Source: an optimization exercise on an open RTL-to-GDS flow (aim: a short achievable clock period and few clock cycles per item). Production flows keep margins and buffers that such runs may drop.
The clock input has no modelled driver; a real chip could not lean on it and would need a root buffer or a full tree.
Power and IR drop assume default switching activity.

Design three_class_quantum_scheduler, start of the top module:
module three_class_quantum_scheduler
(
  input  logic                 clk,
  input  logic                 rst_n,
  input  logic                 in_valid,
  output logic                 in_ready,
  input  logic                 in_command,
  input  logic [tcqs_pkg::PID_BITS-1:0]  in_process_id,
  input  logic [1:0]           in_process_class,
  input  logic [tcqs_pkg::TIME_BITS-1:0] in_burst_time,
  input  logic [4:0]           in_random_draw,
  output logic                 out_valid,
  input  logic                 out_ready,
  output logic [1:0]           out_status,
  output logic [tcqs_pkg::PID_BITS-1:0]  out_run_process_id,
  output logic [1:0]           out_run_class,
  output logic [tcqs_pkg::TIME_BITS-1:0] out_granted_time,
  output logic [tcqs_pkg::TIME_BITS-1:0] out_remaining_time,
  output logic                 out_finished,
  output logic                 out_all_empty,
  input  logic                 cfg_valid,
  output logic                 cfg_ready,
  input  logic [1:0]           cfg_index,
  input  logic [tcqs_pkg::TIME_BITS-1:0] cfg_data
);
Size: ~10000 cells after synthesis, roughly 130000 µm² of cells after synthesis.
clock: 10.0 ns
lec_check: 0
abc_clock_period_in_ps: 2000
cap_margin: 20
core_margin: 2
core_utilization: 55
slew_margin: 20
standard.sh (not shown) runs the stock make flow with config.mk's settings and CLKGATE_MAP_FILE= SYNTH_SCRIPT=/design/flow/synth_recipe.tcl, a recipe that flattens the netlist after the stock synthesis.
==> flow/flow/run.sh <==
#!/bin/bash
# Own layout flow: the standard ORFS layout (standard.sh: unchanged synthesis,
# same SDC and clock period) with two changes:
#  - the clock tree is built by flow/manual_cts.tcl (balanced inverter tree by
#    recursive bisection) in place of TritonCTS;
#  - repair_timing keeps a larger setup margin, so the resizer keeps optimising
#    paths well inside the 10 ns period.
set -euo pipefail
here=$(pwd)
bash standard.sh SETUP_SLACK_MARGIN=7.1 PRE_CTS_TCL="$here/flow/manual_cts.tcl" finish > standard_flow.log 2>&1
==> flow/flow/manual_cts.tcl <==
# Clock tree built by recursive bisection, used in place of clock_tree_synthesis.
# The flip-flop clock pins are split in halves along the longer side of their
# bounding box until each group has at most ctsm_levels(0) pins; each group gets
# a driver cell at its centre. Those drivers are grouped the same way for the
# next level, and so on; one root cell at the middle of the last level drives
# them from the clock port. Every flip-flop sits behind the same number of
# stages. Sourced as PRE_CTS_TCL; clock_tree_synthesis and
# repair_clock_inverters then become no-ops.

set ctsm_block  [ord::get_db_block]
# group size limit per level, leaves first; then the buffer cell per level, root last
# (an even number of inverting stages, so every flip-flop sees the clock's rising edge)
set ctsm_levels {24 4 4}
set ctsm_cells  {sky130_fd_sc_hd__inv_16 sky130_fd_sc_hd__inv_16 sky130_fd_sc_hd__inv_16 sky130_fd_sc_hd__inv_16}
if {[info exists ::env(CTSM_LEVELS)]} { set ctsm_levels $::env(CTSM_LEVELS) }
if {[info exists ::env(CTSM_CELLS)]} { set ctsm_cells $::env(CTSM_CELLS) }
set ctsm_count 0

proc ctsm_split {items maxn} {
  # items: list of {x y obj}; returns a list of groups
  if {[llength $items] <= $maxn} { return [list $items] }
  set xs [lmap i $items {lindex $i 0}]
  set ys [lmap i $items {lindex $i 1}]
  set dx [expr {[tcl::mathfunc::max {*}$xs] - [tcl::mathfunc::min {*}$xs]}]
  set dy [expr {[tcl::mathfunc::max {*}$ys] - [tcl::mathfunc::min {*}$ys]}]
  set key [expr {$dx >= $dy ? 0 : 1}]
  set sorted [lsort -integer -index $key $items]
  set h [expr {[llength $sorted] / 2}]
  return [concat [ctsm_split [lrange $sorted 0 [expr {$h - 1}]] $maxn] \
                 [ctsm_split [lrange $sorted $h end] $maxn]]
}

proc ctsm_center {group} {
  set sx 0; set sy 0
  foreach i $group { set sx [expr {$sx + [lindex $i 0]}]; set sy [expr {$sy + [lindex $i 1]}] }
  set n [llength $group]
  return [list [expr {$sx / $n}] [expr {$sy / $n}]]
}

proc ctsm_buffer {prefix xy cell} {
  global ctsm_block ctsm_count
  set ctsm_master [[ord::get_db] findMaster $cell]
  incr ctsm_count
  set name "${prefix}_${ctsm_count}"
  set inst [odb::dbInst_create $ctsm_block $ctsm_master $name]
  set w [$ctsm_master getWidth]
  set h [$ctsm_master getHeight]
  $inst setLocation [expr {[lindex $xy 0] - $w / 2}] [expr {[lindex $xy 1] - $h / 2}]
  $inst setPlacementStatus PLACED
  set net [odb::dbNet_create $ctsm_block "${name}_net"]
  $net setSigType CLOCK
  foreach it [$inst getITerms] { if {[$it isOutputSignal]} { $it connect $net } }
  return [list $inst $net]
}

proc ctsm_input {inst} {
  foreach it [$inst getITerms] { if {[$it isInputSignal]} { return $it } }
}

proc ctsm_build {} {
  global ctsm_block ctsm_levels ctsm_cells
  set clk [$ctsm_block findNet clk]
  set items {}
  foreach it [$clk getITerms] {
    if {![$it isInputSignal]} { continue }
    set xy [$it getAvgXY]
    if {[lindex $xy 0]} {
      lappend items [list [lindex $xy 1] [lindex $xy 2] $it]
    } else {
      set loc [[$it getInst] getLocation]
      lappend items [list [lindex $loc 0] [lindex $loc 1] $it]
    }
  }
  puts "manual cts: [llength $items] clock sinks"
  set lvl 0
  foreach maxn $ctsm_levels {
    set next {}
    foreach g [ctsm_split $items $maxn] {
      set xy [ctsm_center $g]
      lassign [ctsm_buffer clkl$lvl $xy [lindex $ctsm_cells $lvl]] inst net
      foreach i $g {
        set it [lindex $i 2]
        if {[$it getNet] ne "NULL"} { $it disconnect }
        $it connect $net
      }
      lappend next [list {*}$xy [ctsm_input $inst]]
    }
    puts "manual cts: level $lvl, [llength $next] buffers"
    set items $next
    incr lvl
  }
  set xy [ctsm_center $items]
  lassign [ctsm_buffer clkroot $xy [lindex $ctsm_cells $lvl]] inst net
  foreach i $items { [lindex $i 2] connect $net }
  [ctsm_input $inst] connect $clk
  $clk setSigType CLOCK
}

ctsm_build
rename clock_tree_synthesis ctsm_orig_cts
rename repair_clock_inverters ctsm_orig_rci
proc repair_clock_inverters {args} {
  puts "manual cts: repair_clock_inverters skipped"
}
proc clock_tree_synthesis {args} {
  puts "manual cts: clock_tree_synthesis $args skipped"
  set_propagated_clock [all_clocks]
}
The starting point stopped in 4_1_cts.
==> next run, changes <==
--- a/flow/flow/manual_cts.tcl
+++ b/flow/flow/manual_cts.tcl
@@ -8,12 +8,15 @@
 # repair_clock_inverters then become no-ops.
 
-set ctsm_block  [ord::get_db_block]
+# first put the flip-flops that drive output ports next to their port buffers
+source [file join [file dirname [info script]] outflops.tcl]
+
+set ::ctsm_block  [ord::get_db_block]
 # group size limit per level, leaves first; then the buffer cell per level, root last
 # (an even number of inverting stages, so every flip-flop sees the clock's rising edge)
-set ctsm_levels {24 4 4}
-set ctsm_cells  {sky130_fd_sc_hd__inv_16 sky130_fd_sc_hd__inv_16 sky130_fd_sc_hd__inv_16 sky130_fd_sc_hd__inv_16}
-if {[info exists ::env(CTSM_LEVELS)]} { set ctsm_levels $::env(CTSM_LEVELS) }
-if {[info exists ::env(CTSM_CELLS)]} { set ctsm_cells $::env(CTSM_CELLS) }
-set ctsm_count 0
+set ::ctsm_levels {26 4 4}
+set ::ctsm_cells  {sky130_fd_sc_hd__inv_16 sky130_fd_sc_hd__inv_16 sky130_fd_sc_hd__inv_16 sky130_fd_sc_hd__inv_16}
+if {[info exists ::env(CTSM_LEVELS)]} { set ::ctsm_levels $::env(CTSM_LEVELS) }
+if {[info exists ::env(CTSM_CELLS)]} { set ::ctsm_cells $::env(CTSM_CELLS) }
+set ::ctsm_count 0
 
 proc ctsm_split {items maxn} {
==> flow/flow/outflops.tcl (new file) <==
# Placement tweak run before the clock tree (from manual_cts.tcl): move each flip-flop that only drives an output port's buffer next to that buffer.
proc oflop_move {} {
  set block [ord::get_db_block]
  set moved 0
  foreach bt [$block getBTerms] {
    if {[$bt getIoType] ne "OUTPUT"} { continue }
    set net [$bt getNet]
    if {$net eq "NULL"} { continue }
    set buf ""
    foreach it [$net getITerms] { if {[$it isOutputSignal]} { set buf [$it getInst] } }
    if {$buf eq ""} { continue }
    set bin ""
    foreach it [$buf getITerms] { if {[$it isInputSignal]} { set bin $it } }
    if {$bin eq "" || [$bin getNet] eq "NULL"} { continue }
    set dnet [$bin getNet]
    set loads 0; set drv ""
    foreach it [$dnet getITerms] {
      if {[$it isOutputSignal]} { set drv [$it getInst] } else { incr loads }
    }
    if {$drv eq "" || $loads != 1 || ![[$drv getMaster] isSequential]} { continue }
    lassign [$buf getLocation] bx by
    set w [[$drv getMaster] getWidth]
    $drv setLocation [expr {$bx - $w}] $by
    incr moved
  }
  puts "output flops moved next to their port buffers: $moved"
}
oflop_move
Now the flow ran to the end with no violations.
Synthesized area stays the same.
Synthesized cell count is unchanged.
==> next run, changes <==
--- a/flow/flow/manual_cts.tcl
+++ b/flow/flow/manual_cts.tcl
@@ -8,11 +8,8 @@
 # repair_clock_inverters then become no-ops.
 
-# first put the flip-flops that drive output ports next to their port buffers
-source [file join [file dirname [info script]] outflops.tcl]
-
 set ::ctsm_block  [ord::get_db_block]
 # group size limit per level, leaves first; then the buffer cell per level, root last
 # (an even number of inverting stages, so every flip-flop sees the clock's rising edge)
-set ::ctsm_levels {26 4 4}
+set ::ctsm_levels {24 4 4}
 set ::ctsm_cells  {sky130_fd_sc_hd__inv_16 sky130_fd_sc_hd__inv_16 sky130_fd_sc_hd__inv_16 sky130_fd_sc_hd__inv_16}
 if {[info exists ::env(CTSM_LEVELS)]} { set ::ctsm_levels $::env(CTSM_LEVELS) }
removed: flow/flow/outflops.tcl
After rerunning:
- The new run completed without violations
- total power goes up slightly
- first-iteration DRC count came out higher by a few percent
- area after synthesis does not change
- fmax went down by a few percent
- final area goes up slightly
- cell count barely changes
- global-route usage stays flat
No functional check of the RTL was part of any run of this note. In the second and third runs of this note the design's own scripts or RTL, not TritonCTS, make the clock network.

-- re-timing with driven ports --
The results above use ideal ports. As a check the final layouts listed here were re-extracted and re-timed, cells and wires unchanged. Step 1 assumes that a clkbuf_16 drives the clock port and a buf_2 every other input. Step 2 moves the port delays by t, midway between the first and last clock arrival at a register: inputs arrive t later, outputs are due t later. That takes back most of the time a late clock gives input paths. Slacks: ideal ports / drivers / drivers and shift; pairs: ideal ports / drivers.
run	t (ns)	setup slack, ns	hold WS [ns]	worst slew at a driven data input, ns	pins driven straight from the clock port
the second run	0.684	6.985 / 6.861 / 6.571	0.329 / 0.329 / 0.329	0.10	1
the third run	0.760	6.819 / 6.691 / 6.518	0.287 / 0.287 / 0.287	0.10	1
After both steps setup and hold are still met in every run listed. The setup slack of the second run, which loses most, moves by -0.124 ns with the drivers and by -0.414 ns with both steps.
